This design comes from an exercise in tuning for small area on the open sky130 flow, not from production work. In this exercise RTL edits were held to simulation tests only and were not proved equivalent to the original. Power figures rest on the tool's default switching activity, not on a simulated workload.

**design/flow/design.v**
```verilog
module lwe_top (
   input  logic clk_100mhz,
   input  logic sys_rst,
   input  logic uart_rxd,
   input  logic start,
   output logic uart_txd,
   output logic enc_done
);
   localparam logic [9:0] BIT_LAST  = 10'h00c;
   localparam logic [9:0] HALF_LAST = 10'h021;
   localparam logic [1:0] U_IDLE = 2'd0, U_START = 2'd1, U_DATA = 2'd2, U_STOP = 2'd3;
   logic [511:0] ra0, ra1;      
   logic [7:0]   preg;          
   logic [8:0]   phi;
   logic [10:0]  cnt;           
   logic         hold;          
   logic         pend;          
   logic [9:0]   baud;
   logic [1:0]   ust;
   logic         txm;           
   logic         rx_s, start_q;
   logic         waitst, run;
   logic         s0;            
   logic         tpend, tact;   
   logic         aprev;         
   logic         carry;
   logic reg_a, reg_pt, reg_s, reg_b, sat, low2;
   logic [8:0] tgt;
   logic m9, wr_now;
   assign reg_a  = !cnt[10];                   
   assign reg_pt = cnt[10:7] == 4'b1000;       
   assign reg_s  = cnt[10] && !cnt[9] && (cnt[8] ^ cnt[7]);    
   assign reg_b  = cnt[10:7] == 4'b1011;       
   assign sat    = cnt[10:9] == 2'b11;
   assign low2   = cnt[4:1] == 4'd0;           
   assign tgt    = reg_a ? {cnt[7:6], cnt[9:8], cnt[4:0]} : {2'b00, cnt[6:0]};
   assign m9     = phi == tgt;
   assign wr_now = pend && ((reg_a || reg_b) ? m9 : 1'b1);
   logic       tz, a, y, x, tap, cbit, cin;
   logic [1:0] jj, fsum, psum;
   logic       j0;
   assign tz   = phi[3:0] == 4'd0;
   assign jj   = {cnt[8], cnt[6]};
   assign j0   = cnt[8:5] == 4'd4;
   assign a    = cnt[5] ? ra1[0] : ra0[0];
   assign y    = s0 ? a : (aprev && !tz);
   assign x    = (hold | s0) & (hold ^ y);
   always_comb begin
      case (jj)
         2'd0:    tap = ra0[0];
         2'd1:    tap = ra0[384];
         2'd2:    tap = ra0[256];
         default: tap = ra0[128];
      endcase
   end
   assign cbit = j0 ? (preg[0] && phi[3:0] == 4'd10) : tap;
   assign cin  = tz ? hold : carry;             
   assign fsum = 2'(x) + 2'(cbit) + 2'(cin);
   assign psum = 2'(ra1[0]) + 2'(ra0[0]) + 2'(carry && !tz);
   logic         a0_in, a1_in;
   logic [511:0] r0_next;
   assign a0_in = (wr_now && reg_a && !cnt[5]) ? hold
                : (tact && jj == 2'd0) ? fsum[0] : ra0[0];
   assign a1_in = (wr_now && (reg_a && cnt[5] || reg_b)) ? hold
                : run ? psum[0] : ra1[0];
   always_comb begin
      r0_next = {a0_in, ra0[511:1]};
      if (tact && jj == 2'd1) r0_next[383] = fsum[0];
      if (tact && jj == 2'd2) r0_next[255] = fsum[0];
      if (tact && jj == 2'd3) r0_next[127] = fsum[0];
   end
   always_ff @(posedge clk_100mhz) begin
      ra0   <= r0_next;
      ra1   <= {a1_in, ra1[511:1]};
      aprev <= a;
      carry <= tact ? fsum[1] : psum[1];
      if (wr_now && reg_s && cnt[4:0] == 5'd0) s0 <= hold;
      if ((wr_now && reg_pt && low2) || (tact && j0 && phi[3:0] == 4'd15))
         preg <= {hold, preg[7:1]};
   end
   assign enc_done = run && phi == 9'd127;    
   logic [11:0] cc;
   logic [10:0] cnt_inc;
   always_comb begin
      cc[0] = 1'b1;
      for (int i = 0; i < 11; i++) begin
         cnt_inc[i] = cnt[i] ^ cc[i];
         cc[i+1]    = cnt[i] & cc[i] & (i != 6 || !txm);
      end
   end
   logic ev, rx_ev, tx_ev, tx_adv, tx_fin, cnt_en;
   assign ev     = ust != U_IDLE && baud == '1;
   assign rx_ev  = ev && !txm;
   assign tx_ev  = ev && txm;
   assign tx_adv = tx_ev && (ust == U_START || (ust == U_DATA && cnt[2:0] != 3'd0));
   assign tx_fin = tx_ev && ust == U_STOP && cnt[6:0] == 7'd0;    
   assign cnt_en = wr_now || tx_adv;
   always_ff @(posedge clk_100mhz) begin
      if (enc_done || ev)     baud <= BIT_LAST;
      else if (ust == U_IDLE) baud <= HALF_LAST;
      else                    baud <= {baud[8:0], baud[9] ^ baud[6]};
   end
   always_ff @(posedge clk_100mhz) begin
      rx_s  <= uart_rxd;
      if (rx_ev && ust == U_DATA) hold <= rx_s;
      else if (txm && m9)         hold <= ra1[0];    
   end
   always_ff @(posedge clk_100mhz) begin
      if (sys_rst) begin
         phi      <= '0;
         cnt      <= '0;
         pend     <= 1'b0;
         tpend    <= 1'b0;
         tact     <= 1'b0;
         ust      <= U_IDLE;
         txm      <= 1'b0;
         uart_txd <= 1'b1;
         start_q  <= 1'b0;
         waitst   <= 1'b0;
         run      <= 1'b0;
      end else begin
         phi     <= phi + 1'b1;
         start_q <= start;
         if (cnt_en) cnt <= cnt_inc;
         if (start && !start_q && !waitst && !run && !txm) waitst <= 1'b1;
         if (phi == 9'd511 && waitst) begin
            waitst <= 1'b0;
            run    <= 1'b1;
         end
         if (enc_done) run <= 1'b0;
         if (rx_ev && ust == U_DATA) pend <= !sat;
         else if (wr_now)            pend <= 1'b0;
         if (wr_now && reg_s && cnt[4:0] == 5'd1) tpend <= 1'b1;
         if (phi[6:0] == 7'd127) begin
            tact <= 1'b0;
            if (tpend && phi[8:7] == jj - 2'd1) begin
               tpend <= 1'b0;
               tact  <= 1'b1;
            end
         end
         if (enc_done)    txm <= 1'b1;
         else if (tx_fin) txm <= 1'b0;
         if (enc_done)                           uart_txd <= 1'b0;    
         else if (tx_adv)                        uart_txd <= hold;
         else if (tx_ev && ust == U_DATA)        uart_txd <= 1'b1;    
         else if (tx_ev && ust == U_STOP && !tx_fin) uart_txd <= 1'b0;
         if (enc_done) ust <= U_START;
         else if (ust == U_IDLE) begin
            if (!txm && !rx_s) ust <= U_START;
         end else if (ev) begin
            case (ust)
               U_START: ust <= (!txm && rx_s) ? U_IDLE : U_DATA;    
               U_DATA:  if (cnt[2:0] == (txm ? 3'd0 : 3'd7)) ust <= U_STOP;
               default: ust <= (!txm || tx_fin) ? U_IDLE : U_START;
            endcase
         end
      end
   end
endmodule
```
**design/flow/run.sh**
```bash
#!/bin/bash
# synth_recipe.tcl (not shown) runs the flow's synth.tcl, then flattens the netlist and writes it again
# the make line also repeats each setting of config.mk as NAME=value (left out here)
make -C /OpenROAD-flow-scripts/flow DESIGN_CONFIG=/design/flow/config.mk WORK_HOME=/design/flow/orfs CLKGATE_MAP_FILE= SYNTH_SCRIPT=/design/flow/synth_recipe.tcl finish
```
**design/flow/config.mk**
```make
export PLATFORM = sky130hd
export DESIGN_NAME = lwe_top
export DESIGN_NICKNAME = lwe_top
export VERILOG_FILES = /design/flow/design.v
export SDC_FILE = /design/flow/constraint.sdc
export NUM_CORES = 4
export LEC_CHECK = 0
export CAP_MARGIN = 20
export CORE_MARGIN = 2
export CORE_UTILIZATION = 70
export CTS_BUF_LIST = sky130_fd_sc_hd__clkbuf_8
export CTS_CLUSTER_DIAMETER = 60
export CTS_CLUSTER_SIZE = 22
export SLEW_MARGIN = 20
```
**design/flow/constraint.sdc**
```tcl
create_clock -name core_clock -period 10.0 [get_ports {clk_100mhz}]
set_input_delay 2.0000 -clock core_clock [delete_from_list [all_inputs] [get_ports {clk_100mhz}]]
set_output_delay 2.0000 -clock core_clock [all_outputs]
set_load 0.01 [all_outputs]
```
==> results of run 1 <==
## cell type report
type                       count  area (sq um)  area share [%]
clock buffer                  56           771            3.10
clock inverter                 7          55.1           0.222
inverter                      18          67.6           0.272
multi-input combinational    217          1670            6.71
sequential                  1077         21700            87.2
tap                          448           561            2.26
timing repair buffer           6          52.6           0.212
## placed cells by master (no fill, tap or decap), types with 2 or more instances in the layout
cell             Yosys  routed
a211oi_1             3       3
a21o_1               4       4
a21oi_1             10      10
a31oi_1              3       3
and3_1               6       6
clkbuf_8             1      56
clkdlybuf4s50_1      0       4
dfxtp_1           1067    1067
edfxtp_1            10      10
fa_1                 2       2
ha_1                27      27
inv_1               17      20
mux2_2               8       8
mux2i_1             14      14
nand2_1             13      13
nand2b_1            20      20
nand3_1             10      10
nand4_1              6       6
nor2_1              19      19
nor2b_1              8       8
nor3_1               4       4
nor3b_1              2       2
nor4_1               4       4
o21a_1               2       2
o21ai_0             10       9
o21ai_1              1       2
o311ai_0             2       2
or3_1                2       2
xnor2_1              6       6
xor2_1              10      10
## worst max-delay path by stage
| stage | start | to | slack [ns] | depth (start not counted) |
|---|---|---|---|---|
| 6_report | phi[0]$_SDFF_PP0_ | enc_done | 5.38 | 6 |
| 3_5_place_dp | phi[0]$_SDFF_PP0_ | enc_done | 6.09 | 6 |
| 5_1_grt | phi[1]$_SDFF_PP0_ | enc_done | 5.09 | 6 |
| 2_1_floorplan | phi[1]$_SDFF_PP0_ | enc_done | 6.86 | 5 |
| 4_1_cts | phi[0]$_SDFF_PP0_ | enc_done | 5.32 | 6 |
| 3_3_place_gp | phi[0]$_SDFF_PP0_ | enc_done | 6.16 | 6 |
## cell usage after synthesis, types with 3 or more instances
master    instances
nand3_1          10
and3_1            6
nand4_1           6
xor2_1           10
clkbuf_1          4
mux2i_1          14
nor2b_1           8
xnor2_1           6
inv_1            17
dfxtp_1        1067
nand2_1          13
edfxtp_1         10
a31oi_1           3
a21oi_1          10
nand2b_1         20
nor2_1           19
o21ai_0          10
mux2_2            8
a211oi_1          3
a21o_1            4
ha_1             27
nor4_1            4
nor3_1            4
## routing by layer
layer  global-route usage (%)  wire (um)
met1                     22.6      13300
met2                     19.0       8830
met3                     3.94       1030
met4                     5.07        528
met5                        0          0
## cell families after synthesis
logic type | count (synthesis) | synth area share [%]
adder cells (fa/ha/maj) | 29 | 1.61
AO/OA/AOI/OAI | 43 | 1.22
buffers and inverters | 27 | 0.539
flip-flops | 1077 | 92.4
AND/OR/NAND/NOR | 106 | 2.62
multiplexers | 23 | 1.05
XOR/XNOR | 16 | 0.598
## worst reg2reg max path: cells and delay by family, from the launching register on
family	cells	cell delay [ns]
flip-flops	1	0.61
AO/OA/AOI/OAI	3	1.16
buffers and inverters	1	0.17
AND/OR/NAND/NOR	2	0.43
## report_power, final
part           internal [mW]  switching [mW]
Clock                  0.518            1.11
Combinational         0.0119          0.0135
Sequential              4.30         0.00427
Total                   4.83            1.13
## flip-flops by register name (all words and copies together) (netlist names)
signal	flops
aprev	1
baud	10
carry	1
cnt	11
hold	1
pend	1
phi	9
preg	8
ra0	512
ra1	512
run	1
rx_s	1
s0	1
start_q	1
tact	1
tpend	1
txm	1
uart_txd	1
ust	2
waitst	1
## metrics by stage
| step | worst slack (ns) | std cells | utilization [%] |
|---|---|---|---|
| floorplan | 6.86 | 1321 | - |
| global placement | 6.16 | 1766 | 72.1 |
| detailed placement | 6.09 | 1766 | 72.1 |
| CTS | 5.32 | 1829 | 74.6 |
| global route | 5.09 | 1829 | 74.6 |
| finish | 5.38 | 1829 | 74.6 |
==> summary.md, run 1 <==
| Metric | Value |
|---|---|
| # diodes | `0` |
| Share of cells above drive strength 1 | `5.72%` |
| Mapped cell area | `0.0235 sq mm` |
| Clock Tree Buf Depth | `3` |
| CTS tree | `yes` |
| Largest cells by area after synthesis | `dfxtp_1, ha_1, edfxtp_1` |
| Placed cell areas | `0.0240 sq mm` |
| Crit path time final | `4.62 ns` |
| Hold Buf Count CTS | `0` |
| Distinct cells, synth | `56` |
| Crit Path Category | `register to output pin` |
| DR WL/cell | `12.9 um` |
| Crit path largest cell delay | `0.57 ns` |
| Hold Crit Class | `register to register` |
| Crit-path most repeated cell | `nand3_1` |
| Max Fanout on Critical Path | `8` |
| Power Density | `240 mW/mm^2` |
| CTS Buf Count | `55` |
| Sequential share of the synthesized area | `around 90%` |
| Starting DRT DRC Count | `between 400 and 500` |
| Max-Slew Margin vs Limit | `51.4%` |
| Final period util | `46.2%` |
| Hold Violations, Final | `0` |
| CP delay by family, top | `buffers and inverters` |
| Clk Latency, worst-skew pair | `0.67 ns` |
| Number of synthesized register bits | `1077` |
| Yosys top cell area share | `between 90% and 100%` |
| Synthesized area per cell | `17.8 sq um` |
| Clock Root Buffer | `clkbuf_8` |
| CTS Sinks | `1077` |
| DIE AREA | `0.0350 sq mm` |
| H-tree Lvls | `2` |
| Design Power | `5.96 mW` |
| Final ANT Viol Nets | `0` |
| Initial antenna violation count | `0` |
| Area grow syn2layout | `5.88%` |
| WP buf/inv | `2` |
| Setup TNS | `0 ns` |
| CP Capture Type | `output pin` |
| # IOs | `6` |
| Worst setup SP type | `register` |
| Synth Instances | `between 1k and 1.5k` |
| Most used DFF post-synth | `dfxtp_1` |
| Port bufs | `5` |
| Final #Nets | `about 1.4k` |
| Hold path start | `ra1[506]$_DFF_P_` |
| Finished Cell Area | `~0.025 sq mm` |
| Die span in x | `187 um` |
| First-pass GRT wire length | `about 40000 um` |
| Global route overflow | `0` |
| Final Hold Slack | `0.323 ns` |
| Cell Rows | `between 60 and 70` |
| RSZ-0062 raised after global routing | `false` |
| Worst r2r src | `cnt[6]$_SDFFE_PP0P_` |
| Vias | `8117` |
| Hold Path Cell Cnt | `0` |
| Chip Height | `187 um` |
| Vias in the first global route | `8109` |
| Register-to-Register Path Depth | `6` |
| DR pass1 iterations | `4` |
| Worst path required time | `8.00 ns` |
| Status | `timing/DRC/antenna clean` |
| Crit-path cells | `ha_1 -> nand3_1 -> nor2_1 -> nand3_1 -> clkinv_1 -> clkdlybuf4s50_1` |
| Core area | `0.0333 sq mm` |
| Yosys warns | `1` |
| Clk slew on worst S/H paths | `0.12 ns` |
| RD Place Congestion | `about 0.86` |
| Count of pins over their slew limit | `0` |
| Post-CTS Setup Inserts | `0` |
| Worst supply voltage drop on vdd | `between 0.15 and 0.2 mV` |
| Syn nets | `1354` |
| Finish-stage setup viols | `0` |
| Crit path DAT | `2.62 ns` |
| Initial cell density of the core | `70.5%` |
| Fillers | `2044` |
| Via density | `4.44` |
| Clock Skew | `0.0227 ns` |
| Drt total wl | `about 24000 um` |
| FMAX | `between 0.2 and 0.25 GHz` |
| Worst r2r dst | `preg[2]$_DFFE_PP_` |
| DP Wirelength | `12400 um` |
| Worst path slowest cell | `clkdlybuf4s50_1` |
| Post-CTS Resized | `0` |
| Number of synthesized flops with an enable pin | `10` |
| LEAKAGE | `9.98 nW` |
| GRT Resource Usage Total | `approximately 14%` |
| WHS Endpoint | `ra1[505]$_DFF_P_` |
| DRC Markers | `0` |
| Reg2reg setup slack | `about 7.3 ns` |
| Synth async-reset ratio | `0%` |
| Largest net degree at the start of global routing | `42` |
| Yosys top cell by area | `dfxtp_1` |
| Max-cap viol count | `0` |
| Slew @ Worst Pin | `0.723 ns` |
==> run 2, diff against run 1 <==
--- a/design/flow/design.v
+++ b/design/flow/design.v
@@ -23,3 +23,4 @@
    logic         s0;            
-   logic         tpend, tact;   
+   logic         tpend, tflag;  
+   logic         tact;          
    logic         aprev;         
@@ -35,7 +36,7 @@
    assign low2   = cnt[4:1] == 4'd0;           
-   assign tgt    = reg_a ? {cnt[7:6], cnt[9:8], cnt[4:0]} : {2'b00, cnt[6:0]};
+   assign tgt    = reg_a ? {cnt[7:6], cnt[9:8], cnt[4:0]} : {2'b11, cnt[6:0]};
    assign m9     = phi == tgt;
    assign wr_now = pend && ((reg_a || reg_b) ? m9 : 1'b1);
-   logic       tz, a, y, x, tap, cbit, cin;
-   logic [1:0] jj, fsum, psum;
+   logic       tz, a, y, x, cbit, cin, p, q;
+   logic [1:0] jj, sum;
    logic       j0;
@@ -47,31 +48,18 @@
    assign x    = (hold | s0) & (hold ^ y);
-   always_comb begin
-      case (jj)
-         2'd0:    tap = ra0[0];
-         2'd1:    tap = ra0[384];
-         2'd2:    tap = ra0[256];
-         default: tap = ra0[128];
-      endcase
-   end
-   assign cbit = j0 ? (preg[0] && phi[3:0] == 4'd10) : tap;
-   assign cin  = tz ? hold : carry;             
-   assign fsum = 2'(x) + 2'(cbit) + 2'(cin);
-   assign psum = 2'(ra1[0]) + 2'(ra0[0]) + 2'(carry && !tz);
-   logic         a0_in, a1_in;
-   logic [511:0] r0_next;
-   assign a0_in = (wr_now && reg_a && !cnt[5]) ? hold
-                : (tact && jj == 2'd0) ? fsum[0] : ra0[0];
-   assign a1_in = (wr_now && (reg_a && cnt[5] || reg_b)) ? hold
-                : run ? psum[0] : ra1[0];
-   always_comb begin
-      r0_next = {a0_in, ra0[511:1]};
-      if (tact && jj == 2'd1) r0_next[383] = fsum[0];
-      if (tact && jj == 2'd2) r0_next[255] = fsum[0];
-      if (tact && jj == 2'd3) r0_next[127] = fsum[0];
-   end
+   assign cbit = j0 ? (preg[0] && phi[3:0] == 4'd10) : cnt[5] ? ra0[0] : ra1[384];
+   assign tact = tflag && phi[8:7] == jj;
+   assign p    = tact ? x : ra1[0];
+   assign q    = tact ? cbit : ra0[0];
+   assign cin  = tz ? (tact && hold) : carry;   
+   assign sum  = 2'(p) + 2'(q) + 2'(cin);
+   logic a0_in, a1_in;
+   assign a0_in = (wr_now && (reg_a && !cnt[5] || reg_b)) ? hold
+                : ((tact && !cnt[5]) || run) ? sum[0] : ra0[0];
+   assign a1_in = (wr_now && reg_a && cnt[5]) ? hold
+                : (tact && cnt[5]) ? sum[0] : ra1[0];
    always_ff @(posedge clk_100mhz) begin
-      ra0   <= r0_next;
+      ra0   <= {a0_in, ra0[511:1]};
       ra1   <= {a1_in, ra1[511:1]};
       aprev <= a;
-      carry <= tact ? fsum[1] : psum[1];
+      carry <= sum[1];
       if (wr_now && reg_s && cnt[4:0] == 5'd0) s0 <= hold;
@@ -80,3 +68,3 @@
    end
-   assign enc_done = run && phi == 9'd127;    
+   assign enc_done = run && phi == 9'd511;    
    logic [11:0] cc;
@@ -105,3 +93,3 @@
       if (rx_ev && ust == U_DATA) hold <= rx_s;
-      else if (txm && m9)         hold <= ra1[0];    
+      else if (txm && m9)         hold <= ra0[0];    
    end
@@ -113,3 +101,3 @@
          tpend    <= 1'b0;
-         tact     <= 1'b0;
+         tflag    <= 1'b0;
          ust      <= U_IDLE;
@@ -125,3 +113,3 @@
          if (start && !start_q && !waitst && !run && !txm) waitst <= 1'b1;
-         if (phi == 9'd511 && waitst) begin
+         if (phi == 9'd383 && waitst) begin
             waitst <= 1'b0;
@@ -134,6 +122,6 @@
          if (phi[6:0] == 7'd127) begin
-            tact <= 1'b0;
-            if (tpend && phi[8:7] == jj - 2'd1) begin
+            if (tact) tflag <= 1'b0;
+            else if (tpend) begin
                tpend <= 1'b0;
-               tact  <= 1'b1;
+               tflag <= 1'b1;
             end
--- a/design/flow/config.mk
+++ b/design/flow/config.mk
@@ -9,6 +9,7 @@
 export CORE_MARGIN = 2
-export CORE_UTILIZATION = 70
+export CORE_UTILIZATION = 80
 export CTS_BUF_LIST = sky130_fd_sc_hd__clkbuf_8
-export CTS_CLUSTER_DIAMETER = 60
+export CTS_CLUSTER_DIAMETER = 50
 export CTS_CLUSTER_SIZE = 22
+export PLACE_DENSITY = 0.7
 export SLEW_MARGIN = 20
==> run 2 against run 1 <==
Compared with the run above:
- the run now fails in detailed placement (3_5_place_dp)
- synthesized area down 0.35%
- synthesized cell count decreased by 0.38%
==> summary.md, run 2 <==
| Metric | Value |
|---|---|
| Yosys top cell area share | `91.4% (was 91.1%)` |
| RD Place Congestion | `0.818 (was 0.856)` |
| Sequential share of the synthesized area | `92.7% (was 92.4%)` |
| Status | `stopped before the end (was timing/DRC/antenna clean)` |
| Die span in x | `175 um (was 187 um)` |
| Synth cell count leaders | `dfxtp_1, nand2b_1, ha_1 (was dfxtp_1, ha_1, nand2b_1)` |
| Most used DFF post-synth | `dfxtp_1 (unchanged)` |
| Failed at | `detailed placement (3_5_place_dp)` |
| Number of synthesized flops with an enable pin | `10 (unchanged)` |
| Mapped cell area | `0.0234 sq mm (was 0.0235 sq mm)` |
| Yosys warns | `1 (unchanged)` |
| Initial cell density of the core | `81.4% (was 70.5%)` |
| Top-count cell post-synth | `dfxtp_1 (unchanged)` |
| Synth async-reset ratio | `0% (unchanged)` |
| Log Error | `[ERROR DPL-0033] detailed placement checks failed during check placement.` |
| Distinct cells, synth | `58 (was 56)` |
| Number of synthesized register bits | `1077 (unchanged)` |
| Cell Rows | `62 (was 67)` |
| DP Wirelength | `21500 um (was 12400 um)` |
| Yosys top cell by area | `dfxtp_1 (unchanged)` |
| Largest cells by area after synthesis | `dfxtp_1, edfxtp_1, ha_1 (was dfxtp_1, ha_1, edfxtp_1)` |
| Syn nets | `1343 (was 1354)` |
| Synthesized area per cell | `17.8 sq um (about the same)` |
| Port bufs | `5 (unchanged)` |
| Chip Height | `175 um (was 187 um)` |
| # IOs | `6 (unchanged)` |
| Synth Instances | `1316 (was 1321)` |
-- run 2: cell types whose count changed after synthesis, sizes merged, moves of 3 or more --
cell,previous run,this run
mux2i,14,11
o21ai,11,8
nor2,19,22
nand4,6,3
and3,7,12
nor2b,8,4
a21oi,10,7
ha,27,22
-- run 2: cells by family after synthesis --
logic type	synth area share [%]
XOR/XNOR	0.637
flip-flops	92.7
AND/OR/NAND/NOR	2.79
buffers and inverters	0.541
multiplexers	0.921
adder cells (fa/ha/maj)	1.26
AO/OA/AOI/OAI	1.16
-- run 2: stage by stage --
stage          hold slack, ns  std cells  power (mW)  area, sq um  setup slack (ns)
2_1_floorplan           0.310       1316        4.42        23400              6.63
3_3_place_gp            0.311       1695        4.42        23800              5.95
-- run 2: how the worst max path moves through the flow --
stage / start / end / slack (ns) / depth (start not counted)
2_1_floorplan: phi[1]$_SDFF_PP0_ / enc_done / 6.63 / 7
3_3_place_gp: phi[1]$_SDFF_PP0_ / enc_done / 5.95 / 8
-- run 2: power groups by stage --
| stage | registers (mW) | logic [mW] | clock network, mW |
|---|---|---|---|
| floorplan | 4.40 | 0.0166 | 0 |
| global placement | 4.40 | 0.0212 | 0 |
==> run 3, diff against run 2 <==
--- a/design/flow/config.mk
+++ b/design/flow/config.mk
@@ -12,4 +12,4 @@
 export CTS_CLUSTER_DIAMETER = 50
-export CTS_CLUSTER_SIZE = 22
-export PLACE_DENSITY = 0.7
+export CTS_CLUSTER_SIZE = 24
+export PLACE_DENSITY = 0.8
 export SLEW_MARGIN = 20
==> run 3 against run 2 <==
Compared with the run above:
- synthesized cell count unchanged
- synthesized area did not move
- the flow again stops in detailed placement (3_5_place_dp)
==> summary.md, run 3 <==
| Metric | Value |
|---|---|
| DP Wirelength | `21400 um (was 21500 um)` |
| Synth Area in Adders | `1.26% (unchanged)` |
| Most used DFF post-synth | `dfxtp_1 (unchanged)` |
| Synthesized area per cell | `17.8 sq um (unchanged)` |
| Number of synthesized flops with an enable pin | `10 (unchanged)` |
| Synth cell count leaders | `dfxtp_1, nand2b_1, ha_1 (unchanged)` |
| Yosys warns | `1 (unchanged)` |
| Log Error | `[ERROR DPL-0033] detailed placement checks failed during check placement. (unchanged)` |
| Failed at | `detailed placement (3_5_place_dp) (unchanged)` |
| Yosys top cell area share | `91.4% (unchanged)` |
| Synth Instances | `1316 (unchanged)` |
| Sequential share of the synthesized area | `92.7% (unchanged)` |
| Die span in x | `175 um (unchanged)` |
| Synth async-reset ratio | `0% (unchanged)` |
| Mux cell area share after synthesis | `0.921% (unchanged)` |
| Initial cell density of the core | `81.4% (unchanged)` |
| Largest cells by area after synthesis | `dfxtp_1, edfxtp_1, ha_1 (unchanged)` |
| Status | `stopped before the end (unchanged)` |
| Cell Rows | `62 (unchanged)` |
| Post-Synth XOR/XNOR Area | `0.637% (unchanged)` |
| Top-count cell post-synth | `dfxtp_1 (unchanged)` |
| Post-synthesis compound-gate area fraction | `1.16% (unchanged)` |
| Post-synthesis simple-gate area fraction | `2.79% (unchanged)` |
| Mapped cell area | `0.0234 sq mm (unchanged)` |
| Syn nets | `1343 (unchanged)` |
| Chip Height | `175 um (unchanged)` |
| Number of synthesized register bits | `1077 (unchanged)` |
| Largest family of logic cells by synthesized area | `simple AND/OR/NAND/NOR gates (unchanged)` |
| # IOs | `6 (unchanged)` |
| RD Place Congestion | `0.825 (was 0.818)` |
| Distinct cells, synth | `58 (unchanged)` |
| Port bufs | `5 (unchanged)` |
| Yosys top cell by area | `dfxtp_1 (unchanged)` |
==> run 3: cell counts after synthesis <==
No cell type changed its count.
==> run 3: power by group through the flow <==
stage / sequential (mW) / combinational (mW) / clock [mW]
after floorplan: 4.40 / 0.0166 / 0
after global placement: 4.40 / 0.0212 / 0
==> run 3: stage by stage <==
step / total power [mW] / setup slack (ns) / area (sq um) / hold WS, ns
floorplan: 4.42 / 6.63 / 23400 / 0.310
global placement: 4.42 / 5.95 / 23800 / 0.311
==> run 3: how the worst max path moves through the flow <==
stage | start | endpoint | slack (ns)
floorplan | phi[1]$_SDFF_PP0_ | enc_done | 6.63
global placement | phi[1]$_SDFF_PP0_ | enc_done | 5.95
==> run 3: kinds of logic after synthesis <==
family / Yosys count
simple gates: 113
buf+inv: 27
fa+ha+maj: 23
xor+xnor: 17
flops: 1077
compound gates: 39
mux: 20
==> run 4, diff against run 3 <==
--- a/design/flow/config.mk
+++ b/design/flow/config.mk
@@ -9,7 +9,6 @@
 export CORE_MARGIN = 2
-export CORE_UTILIZATION = 80
+export CORE_UTILIZATION = 70
 export CTS_BUF_LIST = sky130_fd_sc_hd__clkbuf_8
 export CTS_CLUSTER_DIAMETER = 50
-export CTS_CLUSTER_SIZE = 24
-export PLACE_DENSITY = 0.8
+export CTS_CLUSTER_SIZE = 20
 export SLEW_MARGIN = 20
==> run 4 against run 3 <==
Compared with the run above:
- now clean on timing, DRC and antenna
- synthesized area unchanged
- synthesized cell count unchanged
==> summary.md, run 4 <==
| Metric | Value |
|---|---|
| Status | `timing/DRC/antenna clean (was stopped before the end)` |
| Synth async-reset ratio | `0% (unchanged)` |
| CTS Buf Count | `61` |
| Hold Violations, Final | `0` |
| Worst r2r dst | `cnt[10]$_SDFFE_PP0P_` |
| Clock Root Buffer | `clkbuf_8` |
| Clock Tree Buf Depth | `3` |
| Synth cell count leaders | `dfxtp_1, nand2b_1, ha_1 (unchanged)` |
| RSZ-0062 raised after global routing | `false` |
| Worst setup SP type | `register` |
| Drt total wl | `24100 um` |
| Crit Path Category | `register to output pin` |
| PnR worst setup slack | `5.17 ns` |
| Sequential share of the synthesized area | `92.7% (unchanged)` |
| Synthesized area per cell | `17.8 sq um (unchanged)` |
| Crit path time final | `4.83 ns` |
| Most common cell after layout, fill and taps aside | `dfxtp_1` |
| Chip Height | `187 um (was 175 um)` |
| Starting DRT DRC Count | `372` |
| Reg2reg setup slack | `approximately 7 ns` |
| Finish-stage setup viols | `0` |
| Largest net degree at the start of global routing | `44` |
| Final period util | `48.3%` |
| Register-to-Register Path Depth | `15` |
| Cell Rows | `66 (was 62)` |
| Initial antenna violation count | `0` |
| Largest registers | `ra0: 512 flops, ra1: 512 flops, cnt: 11 flops` |
| Clock Skew | `0.0156 ns` |
| Final Hold Slack | `about 0.32 ns` |
| Top-count cell post-synth | `dfxtp_1 (unchanged)` |
| Max Fanout on Critical Path | `5` |
| Crit path DAT | `2.83 ns` |
| Max-Slew Margin vs Limit | `between 50% and 60%` |
| Power Density | `243 mW/mm^2` |
| Post-CTS Setup Inserts | `0` |
| Via density | `4.44` |
| Mapped cell area | `0.0234 sq mm (unchanged)` |
| Final ANT Viol Nets | `0` |
| Most used DFF post-synth | `dfxtp_1 (unchanged)` |
| Placed cell areas | `between 0.02 and 0.025 sq mm` |
| Port bufs | `5 (unchanged)` |
| Final #Nets | `about 1.4k` |
| Beginning of the critical path | `phi[1]$_SDFF_PP0_` |
| Area grow syn2layout | `6.32%` |
| Global route overflow | `0` |
| Finished Cell Area | `around 0.025 sq mm` |
| DIE AREA | `~0.035 sq mm` |
| DRC Markers | `0` |
| CP Capture Type | `output pin` |
| CTS tree | `yes` |
| CP endpoint | `enc_done` |
| H-tree Lvls | `2` |
| Share of cells above drive strength 1 | `6.22%` |
| Most frequent cells in the layout | `dfxtp_1, clkbuf_8, nand2b_1, ha_1, nor2_1` |
| Placement Setup Slack | `5.86 ns` |
| Largest cells by area after synthesis | `dfxtp_1, edfxtp_1, ha_1 (unchanged)` |
| Syn nets | `1343 (unchanged)` |
| # diodes | `0` |
| Yosys top cell area share | `91.4% (unchanged)` |
| Slew @ Worst Pin | `approximately 0.62 ns` |
| LEAKAGE | `9.99 nW` |
| Vias in the first global route | `8247` |
| Max-cap viol count | `0` |
| Core area | `around 0.033 sq mm` |
| DR WL/cell | `13.2 um` |
| Clk Latency, worst-skew pair | `~0.64 ns` |
| Yosys top cell by area | `dfxtp_1 (unchanged)` |
| Worst r2r src | `cnt[1]$_SDFFE_PP0P_` |
| Worst supply voltage drop on vdd | `0.187 mV` |
| Yosys warns | `1 (unchanged)` |
| Fillers | `about 1.9k` |
| Hold Crit Class | `register to register` |
| DR pass1 iterations | `4` |
| Post-CTS Resized | `0` |
| Distinct cells, synth | `58 (unchanged)` |
| Number of synthesized register bits | `1077 (unchanged)` |
| Initial cell density of the core | `71.5% (was 81.4%)` |
| First-pass GRT wire length | `~41000 um` |
| Setup TNS | `0 ns` |
| Count of pins over their slew limit | `0` |
| Die span in x | `187 um (was 175 um)` |
| Worst path required time | `8.00 ns` |
| Number of synthesized flops with an enable pin | `10 (unchanged)` |
| Synth Instances | `1316 (unchanged)` |
| Vias | `8104` |
| GRT Resource Usage Total | `between 10% and 20%` |
| CTS Sinks | `1077` |
| RD Place Congestion | `0.805 (was 0.825)` |
| FMAX | `about 0.21 GHz` |
| # IOs | `6 (unchanged)` |
| Clk slew on worst S/H paths | `0.11 ns` |
| DP Wirelength | `12000 um (was 21400 um)` |
| Hold Buf Count CTS | `0` |
## run 4: cell counts after synthesis
No cell type changed its count.
## run 4: worst min path at each step
stage	startpoint	end	slack (ns)	depth (start not counted)
after detailed placement	ra0[168]$_DFF_P_	ra0[167]$_DFF_P_	0.31	0
after floorplan	ra0[1]$_DFF_P_	ra0[0]$_DFF_P_	0.31	0
after global placement	ra1[511]$_DFF_P_	ra1[510]$_DFF_P_	0.31	0
after global routing	ra0[228]$_DFF_P_	ra0[227]$_DFF_P_	0.32	0
after CTS	ra0[203]$_DFF_P_	ra0[202]$_DFF_P_	0.32	0
final	ra0[203]$_DFF_P_	ra0[202]$_DFF_P_	0.32	0
## run 4: area by class of cell
| type | count | area, sq um | area share (%) |
|---|---|---|---|
| Multi-Input combinational cell | 212 | 1580 | 6.37 |
| Tap cell | 442 | 553 | 2.23 |
| Timing Repair Buffer | 6 | 57.6 | 0.232 |
| Clock buffer | 61 | 840 | 3.38 |
| Inverter | 16 | 60.1 | 0.242 |
| Sequential cell | 1077 | 21700 | 87.2 |
| Clock inverter | 11 | 93.8 | 0.378 |
## run 4: critical path, stage by stage, from the launching register on
cell and delay [ns]:
dfxtp_1 0.42, ha_1 0.24, nand3_1 0.13, nor2_1 0.25, and2_1 0.17, ha_1 0.15, nand2_1 0.11, inv_1 0.17
clkdlybuf4s50_1 0.56
## run 4: per-stage QoR
step                utilization [%]  instances  total power [mW]
floorplan                         -       1316              4.42
global placement               73.1       1753              4.42
detailed placement             73.1       1753              4.42
CTS                            76.0       1825              6.10
global route                   76.0       1825              6.26
finish                         76.0       1825              6.04
## run 4: kinds of logic (layout without fill, tap and decap cells)
family	Yosys count	count (layout)	share of synthesized area, %
AOI/OAI and AO/OA	39	39	1.16
xor gates and xnor gates	17	17	0.637
DFF	1077	1077	92.7
adders and majority gates	23	23	1.26
buffers and inverters	27	94	0.541
and+or+nand+nor	113	113	2.79
muxes	20	20	0.921
## run 4: metal layers
metal  vias up  track usage [%]  wire length, um
met5         -                0                0
met1      3729             23.7            13700
li1       4236                -                -
met3        57             3.20              783
met4         0             4.85              625
met2        82             18.9             8970
## run 4: where the power goes
part           leakage (nW)  switching (mW)  internal, mW
combinational         0.819          0.0121       0.00998
clock                 0.489            1.15         0.568
sequential             8.68         0.00379          4.30
==> run 5, diff against run 4 <==
--- a/design/flow/config.mk
+++ b/design/flow/config.mk
@@ -7,2 +7,3 @@
 export LEC_CHECK = 0
+export ABC_AREA = 1
 export CAP_MARGIN = 20
==> run 5 against run 4 <==
Compared with the run above:
- non-clock buffer count stayed put
- still clean on timing, DRC and antenna
- critical path depth is 3 higher
- register-to-register slack better by 0.43 ns
- worst setup slack worse by 0.025 ns
- count of clock-buffer cells in the layout is 2 higher
- fmax is 0.51% lower
- highest routed layer unchanged
- largest power group unchanged
==> summary.md, run 5 <==
| Metric | Value |
|---|---|
| Status | `timing/DRC/antenna clean (unchanged)` |
| Worst setup SP type | `register (unchanged)` |
| Finish-stage setup viols | `0 (unchanged)` |
| Vias in the first global route | `8381 (was 8247)` |
| Crit Path Category | `register to output pin (unchanged)` |
| WP buf/inv | `3 (was 2)` |
| First-pass GRT wire length | `41900 um (was 41500 um)` |
| Hold Violations, Final | `0 (unchanged)` |
| Chip Height | `187 um (about the same)` |
| Post-CTS Resized | `0 (unchanged)` |
| Largest registers | `ra0: 512 flops, ra1: 512 flops, cnt: 11 flops (unchanged)` |
| Number of synthesized register bits | `1077 (unchanged)` |
| DIE AREA | `0.0348 sq mm (was 0.0349 sq mm)` |
| Crit path largest cell delay | `0.53 ns (was 0.56 ns)` |
| FMAX | `0.206 GHz (was 0.207 GHz)` |
| CTS Buf Count | `61 (unchanged)` |
| Synth async-reset ratio | `0% (unchanged)` |
| Most frequent cells in the layout | `dfxtp_1, nand2_1, clkbuf_8, inv_1, nor2_1 (was dfxtp_1, clkbuf_8, nand2b_1, ha_1, nor2_1)` |
| Crit-path most repeated cell | `nand2_1 (was ha_1)` |
| Syn nets | `1428 (was 1343)` |
| Slew @ Worst Pin | `0.747 ns (was 0.621 ns)` |
| Synth Instances | `1401 (was 1316)` |
| CP Capture Type | `output pin (unchanged)` |
| Largest net degree at the start of global routing | `22 (was 44)` |
| Setup TNS | `0 ns (unchanged)` |
| Starting DRT DRC Count | `358 (was 372)` |
| Clock Skew | `0.0277 ns (was 0.0156 ns)` |
| DR pass1 iterations | `5 (was 4)` |
| Final #Nets | `1489 (was 1401)` |
| Hold Crit Class | `register to register (unchanged)` |
| Top-count cell post-synth | `dfxtp_1 (unchanged)` |
| PnR worst setup slack | `5.14 ns (was 5.17 ns)` |
| Final ANT Viol Nets | `0 (unchanged)` |
| Synth cell count leaders | `dfxtp_1, nand2_1, inv_1 (was dfxtp_1, nand2b_1, ha_1)` |
| Most used DFF post-synth | `dfxtp_1 (unchanged)` |
| GRT Resource Usage Total | `14.8% (was 14.4%)` |
| Share of cells above drive strength 1 | `5.37% (was 6.22%)` |
| Clk slew on worst S/H paths | `0.11 ns (about the same)` |
| Mapped cell area | `0.0233 sq mm (was 0.0234 sq mm)` |
| Clock Root Buffer | `clkbuf_8 (unchanged)` |
| Yosys top cell by area | `dfxtp_1 (unchanged)` |
| DP Wirelength | `12600 um (was 12000 um)` |
| # IOs | `6 (unchanged)` |
| LEAKAGE | `9.96 nW (was 9.99 nW)` |
| Via density | `4.46 (was 4.44)` |
| Worst supply voltage drop on vdd | `0.193 mV (was 0.187 mV)` |
| Clk Latency, worst-skew pair | `0.67 ns (was 0.64 ns)` |
| Hold Buf Count CTS | `0 (unchanged)` |
| Count of pins over their slew limit | `0 (unchanged)` |
| Initial cell density of the core | `71.4% (was 71.5%)` |
| Crit-path cells | `ha_1 -> nand2_1 -> nor2_1 -> inv_1 -> nor3_1 -> nand2_1 -> nor2_1 -> ha_1 -> nand2_1 -> inv_1 -> clkdlybuf4s50_1 (was ha_1 -> nand3_1 -> nor2_1 -> and2_1 -> ha_1 -> nand2_1 -> inv_1 -> clkdlybuf4s50_1)` |
| Crit path DAT | `2.86 ns (was 2.83 ns)` |
| Crit path time final | `4.86 ns (was 4.83 ns)` |
| Final period util | `48.6% (was 48.3%)` |
| Core area | `0.0327 sq mm (unchanged)` |
| DR WL/cell | `12.7 um (was 13.2 um)` |
| Synthesized area per cell | `16.7 sq um (was 17.8 sq um)` |
| Cell Rows | `66 (unchanged)` |
| Vias | `8537 (was 8104)` |
| Post-CTS Setup Inserts | `0 (unchanged)` |
| Area grow syn2layout | `6.47% (was 6.32%)` |
| H-tree Lvls | `2 (unchanged)` |
| Most common cell after layout, fill and taps aside | `dfxtp_1 (unchanged)` |
| RSZ-0062 raised after global routing | `false (unchanged)` |
| Port bufs | `5 (unchanged)` |
| Distinct cells, synth | `38 (was 58)` |
| Sequential share of the synthesized area | `92.8% (was 92.7%)` |
| Placement Setup Slack | `5.83 ns (was 5.86 ns)` |
| Largest cells by area after synthesis | `dfxtp_1, edfxtp_1, nand2_1 (was dfxtp_1, edfxtp_1, ha_1)` |
| Yosys warns | `1 (unchanged)` |
| CTS Sinks | `1077 (unchanged)` |
| CTS tree | `yes (unchanged)` |
| # diodes | `0 (unchanged)` |
| Worst path slowest cell | `clkdlybuf4s50_1 (unchanged)` |
| Number of synthesized flops with an enable pin | `10 (unchanged)` |
| Drt total wl | `24300 um (was 24100 um)` |
| Clock Tree Buf Depth | `3 (unchanged)` |
| Max-cap viol count | `0 (unchanged)` |
| DRC Markers | `0 (unchanged)` |
| Max-Slew Margin vs Limit | `50.0% (was 58.6%)` |
| Max Fanout on Critical Path | `6 (was 5)` |
| CP delay by family, top | `simple AND/OR/NAND/NOR gates (was buffers and inverters)` |
| Yosys top cell area share | `91.5% (was 91.4%)` |
| Global route overflow | `0 (unchanged)` |
| Initial antenna violation count | `0 (unchanged)` |
| Die span in x | `187 um (about the same)` |
| Power Density | `246 mW/mm^2 (was 243 mW/mm^2)` |
| RD Place Congestion | `0.867 (was 0.805)` |
| Worst path required time | `8.00 ns (about the same)` |
==> run 5: cell types whose count changed after synthesis, moves of 5 or more <==
cell      change
nor3b_1       -5
a21oi_1      +18
inv_1        +39
nor2_1       +19
mux2i_1      -11
o21ai_0      +10
and3_1       -10
nand2_1      +68
mux2_2        -8
xor2_1        -9
nand3_1      +20
nand2b_1     -23
xnor2_1       -7
nand4_1       +7
==> run 5: cell type report <==
type,count,area [sq um]
flip-flops and latches,1077,21700
fillers,1944,7860
multi-input cells,261,1430
clock buffers,63,867
well taps,442,553
inverters,55,206
clock inverters,9,75.1
repair buffers,6,57.6
==> run 5: worst paths after layout <==
kind         slack (ns)  depth (start not counted)                 from              endpoint
min                0.31                          0     ra0[306]$_DFF_P_      ra0[305]$_DFF_P_
max                5.14                         11    phi[1]$_SDFF_PP0_              enc_done
max reg2reg        7.46                         14  cnt[1]$_SDFFE_PP0P_  cnt[10]$_SDFFE_PP0P_
min reg2reg        0.31                          0     ra0[306]$_DFF_P_      ra0[305]$_DFF_P_
==> run 5: cell families after synthesis <==
group                      after synthesis  share of synthesized area [%]
buffers and inverters                   63                           1.09
adders and majority gates               23                           1.27
xor gates and xnor gates                 1                         0.0375
AOI/OAI and AO/OA                       56                           1.36
DFF                                   1077                           92.8
and+or+nand+nor                        181                           3.43
==> run 5: per-layer routing <==
| layer | part of all wire, % | global-route usage [%] | vias up | wire length (um) |
|---|---|---|---|---|
| met5 | 0 | 0 | - | 0 |
| met4 | 2.5 | 6.17 | 0 | 612 |
| met3 | 5.0 | 3.42 | 51 | 1230 |
| met2 | 36 | 18.9 | 127 | 8770 |
| met1 | 56 | 24.1 | 3910 | 13700 |
| li1 | - | - | 4449 | - |
==> run 5: power by group <==
part | internal [mW] | leakage [nW] | switching, mW
Clock | 0.580 | 0.499 | 1.14
Sequential | 4.31 | 8.69 | 0.0104
Combinational | 0.0244 | 0.778 | 0.0490
Total | 4.91 | 9.96 | 1.20
==> run 5: per-stage QoR <==
| stage | hold WS, ns | std cells | util [%] | power [mW] | instance area (sq um) |
|---|---|---|---|---|---|
| floorplan | 0.310 | 1401 | - | 4.47 | 23300 |
| global placement | 0.311 | 1841 | 73.1 | 4.49 | 23900 |
| detailed placement | 0.312 | 1841 | 73.1 | 4.49 | 23900 |
| CTS | 0.313 | 1913 | 76.0 | 6.17 | 24800 |
| global route | 0.309 | 1913 | 76.0 | 6.34 | 24800 |
| finish | 0.307 | 1913 | 76.0 | 6.11 | 24800 |
==> run 6, diff against run 5 <==
--- a/design/flow/config.mk
+++ b/design/flow/config.mk
@@ -13,3 +13,3 @@
 export CTS_CLUSTER_DIAMETER = 50
-export CTS_CLUSTER_SIZE = 20
+export CTS_CLUSTER_SIZE = 21
 export SLEW_MARGIN = 20
==> run 6 against run 5 <==
Compared with the run above:
- still clean
- non-clock buffer count did not move
- cell count barely moved
- die area did not move
- core utilization barely moved
==> summary.md, run 6 <==
| Metric | Value |
|---|---|
| CP Capture Type | `output pin (unchanged)` |
| Crit path largest cell delay | `0.53 ns (about the same)` |
| Sw Share | `19.9% (was 19.6%)` |
| Internal power | `4.89 mW (was 4.91 mW)` |
| Hold Crit Class | `register to register (unchanged)` |
| CTS Buf Count | `59 (was 61)` |
| Vias in the first global route | `8372 (was 8381)` |
| Yosys top cell area share | `91.5% (unchanged)` |
| Worst path slowest cell | `clkdlybuf4s50_1 (unchanged)` |
| Slew @ Worst Pin | `0.768 ns (was 0.747 ns)` |
| Initial antenna violation count | `0 (unchanged)` |
| Crit path DAT | `2.87 ns (was 2.86 ns)` |
| Via density | `4.47 (was 4.46)` |
| Final ANT Viol Nets | `0 (unchanged)` |
| Worst supply voltage drop on vdd | `0.212 mV (was 0.193 mV)` |
| # IOs | `6 (unchanged)` |
| Number of synthesized register bits | `1077 (unchanged)` |
| Register-to-Register Path Depth | `14 (unchanged)` |
| Switch Pwr | `1.21 mW (was 1.20 mW)` |
| RD Place Congestion | `0.867 (unchanged)` |
| Share of cells above drive strength 1 | `5.37% (about the same)` |
| Cell Rows | `66 (unchanged)` |
| Synth async-reset ratio | `0% (unchanged)` |
| Clock Skew | `0.0358 ns (was 0.0277 ns)` |
| Power Density | `246 mW/mm^2 (about the same)` |
| Largest registers | `ra0: 512 flops, ra1: 512 flops, cnt: 11 flops (unchanged)` |
| Core area | `0.0327 sq mm (unchanged)` |
| Crit-path cells | `ha_1 -> nand2_1 -> nor2_1 -> inv_1 -> nor3_1 -> nand2_1 -> nor2_1 -> ha_1 -> nand2_1 -> inv_1 -> clkdlybuf4s50_1 (unchanged)` |
| Max Fanout on Critical Path | `6 (unchanged)` |
| DR WL/cell | `12.9 um (was 12.7 um)` |
| Top-count cell post-synth | `dfxtp_1 (unchanged)` |
| First-pass GRT wire length | `41800 um (was 41900 um)` |
| Largest net degree at the start of global routing | `23 (was 22)` |
| Mapped cell area | `0.0233 sq mm (unchanged)` |
| Clk Latency, worst-skew pair | `0.69 ns (was 0.67 ns)` |
| H-tree Lvls | `2 (unchanged)` |
| Worst r2r src | `cnt[1]$_SDFFE_PP0P_ (unchanged)` |
| Sequential share of the synthesized area | `92.8% (unchanged)` |
| Vias | `8540 (was 8537)` |
| Final period util | `48.7% (was 48.6%)` |
| FMAX | `0.206 GHz (about the same)` |
| Status | `timing/DRC/antenna clean (unchanged)` |
| Clock Tree Buf Depth | `3 (unchanged)` |
| Count of pins over their slew limit | `0 (unchanged)` |
| Distinct cells, synth | `38 (unchanged)` |
| Port bufs | `5 (unchanged)` |
| Most used DFF post-synth | `dfxtp_1 (unchanged)` |
| Area grow syn2layout | `6.41% (was 6.47%)` |
| Syn nets | `1428 (unchanged)` |
| DP Wirelength | `12600 um (unchanged)` |
| CTS Sinks | `1077 (unchanged)` |
| Synthesized area per cell | `16.7 sq um (unchanged)` |
| Initial cell density of the core | `71.4% (unchanged)` |
| Crit path time final | `4.87 ns (was 4.86 ns)` |
| Drt total wl | `24600 um (was 24300 um)` |
| DRC Markers | `0 (unchanged)` |
| Worst path required time | `8.00 ns (about the same)` |
| Setup TNS | `0 ns (unchanged)` |
| Yosys warns | `1 (unchanged)` |
| DIE AREA | `0.0348 sq mm (unchanged)` |
| Final #Nets | `1487 (was 1489)` |
| GRT Resource Usage Total | `14.8% (about the same)` |
| Clk slew on worst S/H paths | `0.11 ns (about the same)` |
| Number of synthesized flops with an enable pin | `10 (unchanged)` |
| Worst r2r dst | `cnt[10]$_SDFFE_PP0P_ (unchanged)` |
| CTS tree | `yes (unchanged)` |
| Design Power | `6.10 mW (was 6.11 mW)` |
| Most common cell after layout, fill and taps aside | `dfxtp_1 (unchanged)` |
| Crit Path Category | `register to output pin (unchanged)` |
| Die span in x | `187 um (unchanged)` |
| Synth Instances | `1401 (unchanged)` |
| Combinational power share | `1.2% (about the same)` |
| LEAKAGE | `9.94 nW (was 9.96 nW)` |
| Flop pwr share | `70.7% (about the same)` |
| Hold Buf Count CTS | `0 (unchanged)` |
| Reg2reg setup slack | `7.46 ns (about the same)` |
| Yosys top cell by area | `dfxtp_1 (unchanged)` |
| Crit-path most repeated cell | `nand2_1 (unchanged)` |
| DR pass1 iterations | `5 (unchanged)` |
| Most frequent cells in the layout | `dfxtp_1, nand2_1, clkbuf_8, inv_1, nor2_1 (unchanged)` |
| Max-cap viol count | `0 (unchanged)` |
| Post-CTS Resized | `0 (unchanged)` |
| Clock Root Buffer | `clkbuf_8 (unchanged)` |
| Hold Violations, Final | `0 (unchanged)` |
| Starting DRT DRC Count | `365 (was 358)` |
| Finish-stage setup viols | `0 (unchanged)` |
| Chip Height | `187 um (unchanged)` |
| Hold Path Cell Cnt | `0 (unchanged)` |
| Worst setup SP type | `register (unchanged)` |
| RSZ-0062 raised after global routing | `false (unchanged)` |
| Hold path start | `ra1[45]$_DFF_P_ (was ra0[306]$_DFF_P_)` |
| Post-CTS Setup Inserts | `0 (unchanged)` |
| Global route overflow | `0 (unchanged)` |
| Clock power share | `28.1% (about the same)` |
| Largest cells by area after synthesis | `dfxtp_1, edfxtp_1, nand2_1 (unchanged)` |
| Synth cell count leaders | `dfxtp_1, nand2_1, inv_1 (unchanged)` |
| Max-Slew Margin vs Limit | `48.6% (was 50.0%)` |
| WHS Endpoint | `ra1[44]$_DFF_P_ (was ra0[305]$_DFF_P_)` |
| # diodes | `0 (unchanged)` |
==> run 6: cell counts after synthesis <==
No cell type changed its count.
==> run 6: layout make-up <==
cell class                      count  area [sq um]
Multi-Input combinational cell    261          1430
Inverter                           55           206
Tap cell                          442           553
Clock inverter                     11           103
Clock buffer                       60           826
Timing Repair Buffer                6          57.6
Sequential cell                  1077         21700
Fill cell                        1964          7870
==> run 6: logic make-up (layout without fill, tap and decap cells) <==
kind of cell / Yosys count / in the layout / share of synthesized area (%)
buf+inv: 63 / 132 / 1.09
fa+ha+maj: 23 / 23 / 1.27
compound gates: 56 / 56 / 1.36
flops: 1077 / 1077 / 92.8
xor+xnor: 1 / 1 / 0.0375
simple gates: 181 / 181 / 3.43
==> run 6: worst max-delay path by stage <==
stage                      start  endpoint  slack [ns]  depth (start not counted)
3_5_place_dp   phi[1]$_SDFF_PP0_  enc_done        5.83                         11
5_1_grt        phi[0]$_SDFF_PP0_  enc_done        4.90                         11
4_1_cts        phi[1]$_SDFF_PP0_  enc_done        5.04                         11
6_report       phi[1]$_SDFF_PP0_  enc_done        5.13                         11
2_1_floorplan  phi[0]$_SDFF_PP0_  enc_done        6.57                         10
3_3_place_gp   phi[0]$_SDFF_PP0_  enc_done        5.86                         11
==> run 6: stage by stage <==
stage	hold slack [ns]	util (%)	instances	instance area, sq um	setup slack, ns
detailed placement	0.312	73.1	1841	23900	5.83
finish	0.317	75.9	1912	24800	5.13
global route	0.323	75.9	1912	24800	4.90
global placement	0.311	73.1	1841	23900	5.86
floorplan	0.310	-	1401	23300	6.57
CTS	0.322	75.9	1912	24800	5.04
==> run 6: metal layers <==
metal | GRT usage [%] | vias to the layer above | wire, um
met2 | 19.0 | 127 | 8860
met5 | 0 | - | 0
met3 | 3.40 | 56 | 1130
met4 | 6.47 | 0 | 698
met1 | 23.7 | 3918 | 13900
li1 | - | 4439 | -
==> run 6: power groups by stage <==
stage          combinational, mW  sequential, mW  clock [mW]
2_1_floorplan             0.0558            4.41           0
3_3_place_gp              0.0701            4.42           0
3_5_place_dp              0.0726            4.42           0
4_1_cts                   0.0730            4.32        1.77
5_1_grt                   0.0860            4.32        1.91
6_report                  0.0736            4.32        1.71
==> run 6: worst max-delay path, delay by kind of cell, from the launching register on <==
kind          cells  cell delay [ns]
fa+ha+maj         2             0.34
buf+inv           3             0.72
flops             1             0.39
simple gates      6             0.76
==> run 7, diff against run 6 <==
--- a/design/flow/config.mk
+++ b/design/flow/config.mk
@@ -12,4 +12,4 @@
 export CTS_BUF_LIST = sky130_fd_sc_hd__clkbuf_8
-export CTS_CLUSTER_DIAMETER = 50
-export CTS_CLUSTER_SIZE = 21
+export CTS_CLUSTER_DIAMETER = 40
+export CTS_CLUSTER_SIZE = 22
 export SLEW_MARGIN = 20
==> run 7 against run 6 <==
Compared with the run above:
- highest routed layer unchanged
- clock skew up 0.0061 ns
- sequential power about the same
- still clean on timing, DRC and antenna
- non-clock buffer count unchanged
- critical endpoint unchanged
- synthesized cell count unchanged
- combinational power about the same
- global-route usage up 1.2 points
- via count up 1.9%
- cell area up 2.6%
- hold slack worse by 0.0099 ns
==> summary.md, run 7 <==
| Metric | Value |
|---|---|
| CP Capture Type | `output pin (unchanged)` |
| Via density | `4.43 (was 4.47)` |
| Final period util | `48.7% (about the same)` |
| DR WL/cell | `13.3 um (was 12.9 um)` |
| # IOs | `6 (unchanged)` |
| Max Fanout on Critical Path | `6 (unchanged)` |
| Crit-path cells | `ha_1 -> nand2_1 -> nor2_1 -> inv_1 -> nor3_1 -> nand2_1 -> nor2_1 -> ha_1 -> nand2_1 -> inv_1 -> clkdlybuf4s50_1 (unchanged)` |
| Worst path required time | `8.00 ns (about the same)` |
| Hold Violations, Final | `0 (unchanged)` |
| Synth async-reset ratio | `0% (unchanged)` |
| Hold Path Cell Cnt | `0 (unchanged)` |
| GRT Resource Usage Total | `15.9% (was 14.8%)` |
| Starting DRT DRC Count | `387 (was 365)` |
| Crit path largest cell delay | `0.53 ns (about the same)` |
| Setup TNS | `0 ns (unchanged)` |
| Fillers | `1846 (was 1964)` |
| Clk Latency, worst-skew pair | `0.65 ns (was 0.69 ns)` |
| CTS Buf Count | `72 (was 59)` |
| Register-to-Register Path Depth | `14 (unchanged)` |
| Initial antenna violation count | `0 (unchanged)` |
| Cell Rows | `66 (unchanged)` |
| Hold Buf Count CTS | `0 (unchanged)` |
| # diodes | `0 (unchanged)` |
| Routing usage on met2 | `21.3% (was 19.0%)` |
| Busiest grt layer | `met1 (unchanged)` |
| Clk slew on worst S/H paths | `0.12 ns (was 0.11 ns)` |
| Synth Instances | `1401 (unchanged)` |
| DP Wirelength | `12600 um (unchanged)` |
| CTS tree | `yes (unchanged)` |
| Number of synthesized flops with an enable pin | `10 (unchanged)` |
| CTS Sinks | `1077 (unchanged)` |
| Hold Crit Class | `register to register (unchanged)` |
| Chip Height | `187 um (unchanged)` |
| Most used DFF post-synth | `dfxtp_1 (unchanged)` |
| Clock Root Buffer | `clkbuf_8 (unchanged)` |
| Worst setup SP type | `register (unchanged)` |
| Flop pwr share | `65.3% (was 70.7%)` |
| Finished Cell Area | `0.0255 sq mm (was 0.0248 sq mm)` |
| FMAX | `0.206 GHz (about the same)` |
| Max-Slew Margin vs Limit | `48.5% (was 48.6%)` |
| Worst supply voltage drop on vdd | `0.215 mV (was 0.212 mV)` |
| Finish-stage setup viols | `0 (unchanged)` |
| Clock Tree Buf Depth | `3 (unchanged)` |
| Worst path slowest cell | `clkdlybuf4s50_1 (unchanged)` |
| Synthesized area per cell | `16.7 sq um (unchanged)` |
| Post-CTS Resized | `0 (unchanged)` |
| Crit path time final | `4.87 ns (about the same)` |
| Crit Path Category | `register to output pin (unchanged)` |
| Crit-path most repeated cell | `nand2_1 (unchanged)` |
| Vias | `8702 (was 8540)` |
| Combinational power share | `1.1% (was 1.2%)` |
| Final #Nets | `1500 (was 1487)` |
| Vias in the first global route | `8757 (was 8372)` |
| Die span in x | `187 um (unchanged)` |
| Area of the multi-input gates | `0.00143 sq mm (unchanged)` |
| Clock power share | `33.6% (was 28.1%)` |
| Yosys top cell area share | `91.5% (unchanged)` |
| Met3 usage | `3.86% (was 3.40%)` |
| Critical path depth | `11 (unchanged)` |
| Design Power | `6.61 mW (was 6.10 mW)` |
| LEAKAGE | `10.3 nW (was 9.94 nW)` |
| Number of synthesized register bits | `1077 (unchanged)` |
| Yosys top cell by area | `dfxtp_1 (unchanged)` |
| Switch Pwr | `1.41 mW (was 1.21 mW)` |
| Slew @ Worst Pin | `0.769 ns (was 0.768 ns)` |
| Post-CTS Setup Inserts | `0 (unchanged)` |
| Yosys warns | `1 (unchanged)` |
| Seq. cell area | `0.0217 sq mm (unchanged)` |
| Syn nets | `1428 (unchanged)` |
| Finished Layout Cells | `1966 (was 1912)` |
| Status | `timing/DRC/antenna clean (unchanged)` |
| Mapped cell area | `0.0233 sq mm (unchanged)` |
| CP delay by family, top | `simple AND/OR/NAND/NOR gates (unchanged)` |
| Port bufs | `5 (unchanged)` |
| DIE AREA | `0.0348 sq mm (unchanged)` |
| Internal power | `5.20 mW (was 4.89 mW)` |
| Drt total wl | `26100 um (was 24600 um)` |
| H-tree Lvls | `3 (was 2)` |
| Dpl cells | `1841 (unchanged)` |
| Sw Share | `21.3% (was 19.9%)` |
| Placed cell areas | `0.0239 sq mm (unchanged)` |
| Sequential share of the synthesized area | `92.8% (unchanged)` |
| Synth cell count leaders | `dfxtp_1, nand2_1, inv_1 (unchanged)` |
| Count of pins over their slew limit | `0 (unchanged)` |
| WP buf/inv | `3 (unchanged)` |
| Global route overflow | `0 (unchanged)` |
| Power Density | `259 mW/mm^2 (was 246 mW/mm^2)` |
| Initial cell density of the core | `71.4% (unchanged)` |
| DR pass1 iterations | `4 (was 5)` |
| Largest cells by area after synthesis | `dfxtp_1, edfxtp_1, nand2_1 (unchanged)` |
| Most common cell after layout, fill and taps aside | `dfxtp_1 (unchanged)` |
| Largest net degree at the start of global routing | `23 (unchanged)` |
| Most frequent cells in the layout | `dfxtp_1, clkbuf_8, nand2_1, inv_1, nor2_1 (was dfxtp_1, nand2_1, clkbuf_8, inv_1, nor2_1)` |
| Largest registers | `ra0: 512 flops, ra1: 512 flops, cnt: 11 flops (unchanged)` |
| Share of cells above drive strength 1 | `8.60% (was 5.37%)` |
| Top-count cell post-synth | `dfxtp_1 (unchanged)` |
| Final Hold Slack | `0.307 ns (was 0.317 ns)` |
| Area grow syn2layout | `9.20% (was 6.41%)` |
| Final ANT Viol Nets | `0 (unchanged)` |
| RD Place Congestion | `0.867 (unchanged)` |
| Crit path DAT | `2.87 ns (about the same)` |
| Clock Skew | `0.0419 ns (was 0.0358 ns)` |
| RSZ-0062 raised after global routing | `false (unchanged)` |
| First-pass GRT wire length | `44700 um (was 41800 um)` |
| DRC Markers | `0 (unchanged)` |
| Core area | `0.0327 sq mm (unchanged)` |
| Met1 layer usage reported by global route | `25.0% (was 23.7%)` |
| Max-cap viol count | `0 (unchanged)` |
| Distinct cells, synth | `38 (unchanged)` |
==> run 7: metrics by stage <==
| stage | util [%] | setup WS [ns] |
|---|---|---|
| after floorplan | - | 6.57 |
| after global placement | 73.1 | 5.86 |
| after detailed placement | 73.1 | 5.83 |
| after CTS | 77.9 | 5.08 |
| after global routing | 77.9 | 4.93 |
| final | 77.9 | 5.13 |
==> run 7: cell type report <==
class,instances,share of cell area (%)
Clock inverter,43,1.77
Clock buffer,82,4.43
Timing Repair Buffer,6,0.226
Sequential cell,1077,85.0
Tap cell,442,2.17
Multi-Input combinational cell,261,5.60
Inverter,55,0.810
==> run 7: metal layers <==
layer	wire length, um	vias up
li1	-	4516
met1	14300	3998
met2	9860	136
met3	1250	52
met4	633	0
met5	0	-
==> run 7: worst register-to-register path: cells and delay by family, from the launching register on <==
family	cells	cell delay [ns]
adders and majority gates	9	1.66
and+or+nand+nor	2	0.12
xor gates and xnor gates	1	0.14
buffers and inverters	1	0.05
DFF	1	0.38
AOI/OAI and AO/OA	1	0.06
==> run 7: cells by family after synthesis <==
logic type | Yosys count | synth area share, %
AOI/OAI and AO/OA | 56 | 1.36
xor gates and xnor gates | 1 | 0.0375
adders and majority gates | 23 | 1.27
buffers and inverters | 63 | 1.09
DFF | 1077 | 92.8
and+or+nand+nor | 181 | 3.43
==> run 7: power groups by stage <==
| stage | Combinational (mW) | Clock [mW] | Sequential (mW) |
|---|---|---|---|
| finish | 0.0737 | 2.22 | 4.32 |
| global route | 0.0856 | 2.45 | 4.32 |
| CTS | 0.0729 | 2.29 | 4.32 |
| detailed placement | 0.0726 | 0 | 4.42 |
| global placement | 0.0701 | 0 | 4.42 |
| floorplan | 0.0558 | 0 | 4.41 |
==> run 7: final timing paths <==
path / start / end / slack (ns)
worst max register to register: cnt[0]$_SDFFE_PP0P_ / cnt[10]$_SDFFE_PP0P_ / 7.42
worst max-delay path: phi[1]$_SDFF_PP0_ / enc_done / 5.13
worst min-delay path: ra0[208]$_DFF_P_ / ra0[207]$_DFF_P_ / 0.31
worst min register to register: ra0[208]$_DFF_P_ / ra0[207]$_DFF_P_ / 0.31

==> separate check: timing with driven ports <==
The flow's constraints put no driver on any port. The routed layouts listed below were extracted and timed again, unchanged, in two steps. Step 1, drivers: a clkbuf_16 drives clk_100mhz and a buf_2 each remaining input, both assumed. Step 2 times the ports against the registers' clock, not the clock port: input delays grow and output delays shrink by t, the midpoint of the rising clock arrivals with the driver on. a / b / c = ideal ports / drivers / drivers and shift; a / b = the first two.
| run | t (ns) | slack for setup (ns) | hold WS [ns] | worst register clock-pin slew, ns |
|---|---|---|---|---|
| run 1 | 0.704 | 5.380 / 5.330 / 6.034 | 0.323 / 0.323 / 0.323 | 0.12 / 0.12 |
| run 4 | 0.680 | 5.167 / 5.122 / 5.802 | 0.320 / 0.320 / 0.320 | 0.11 / 0.11 |
| run 5 | 0.698 | 5.142 / 5.093 / 5.791 | 0.307 / 0.307 / 0.307 | 0.11 / 0.11 |
| run 6 | 0.714 | 5.134 / 5.087 / 5.801 | 0.317 / 0.317 / 0.317 | 0.12 / 0.12 |
| run 7 | 0.673 | 5.134 / 5.085 / 5.758 | 0.307 / 0.307 / 0.307 | 0.12 / 0.12 |
After both steps every run listed still meets setup and hold.
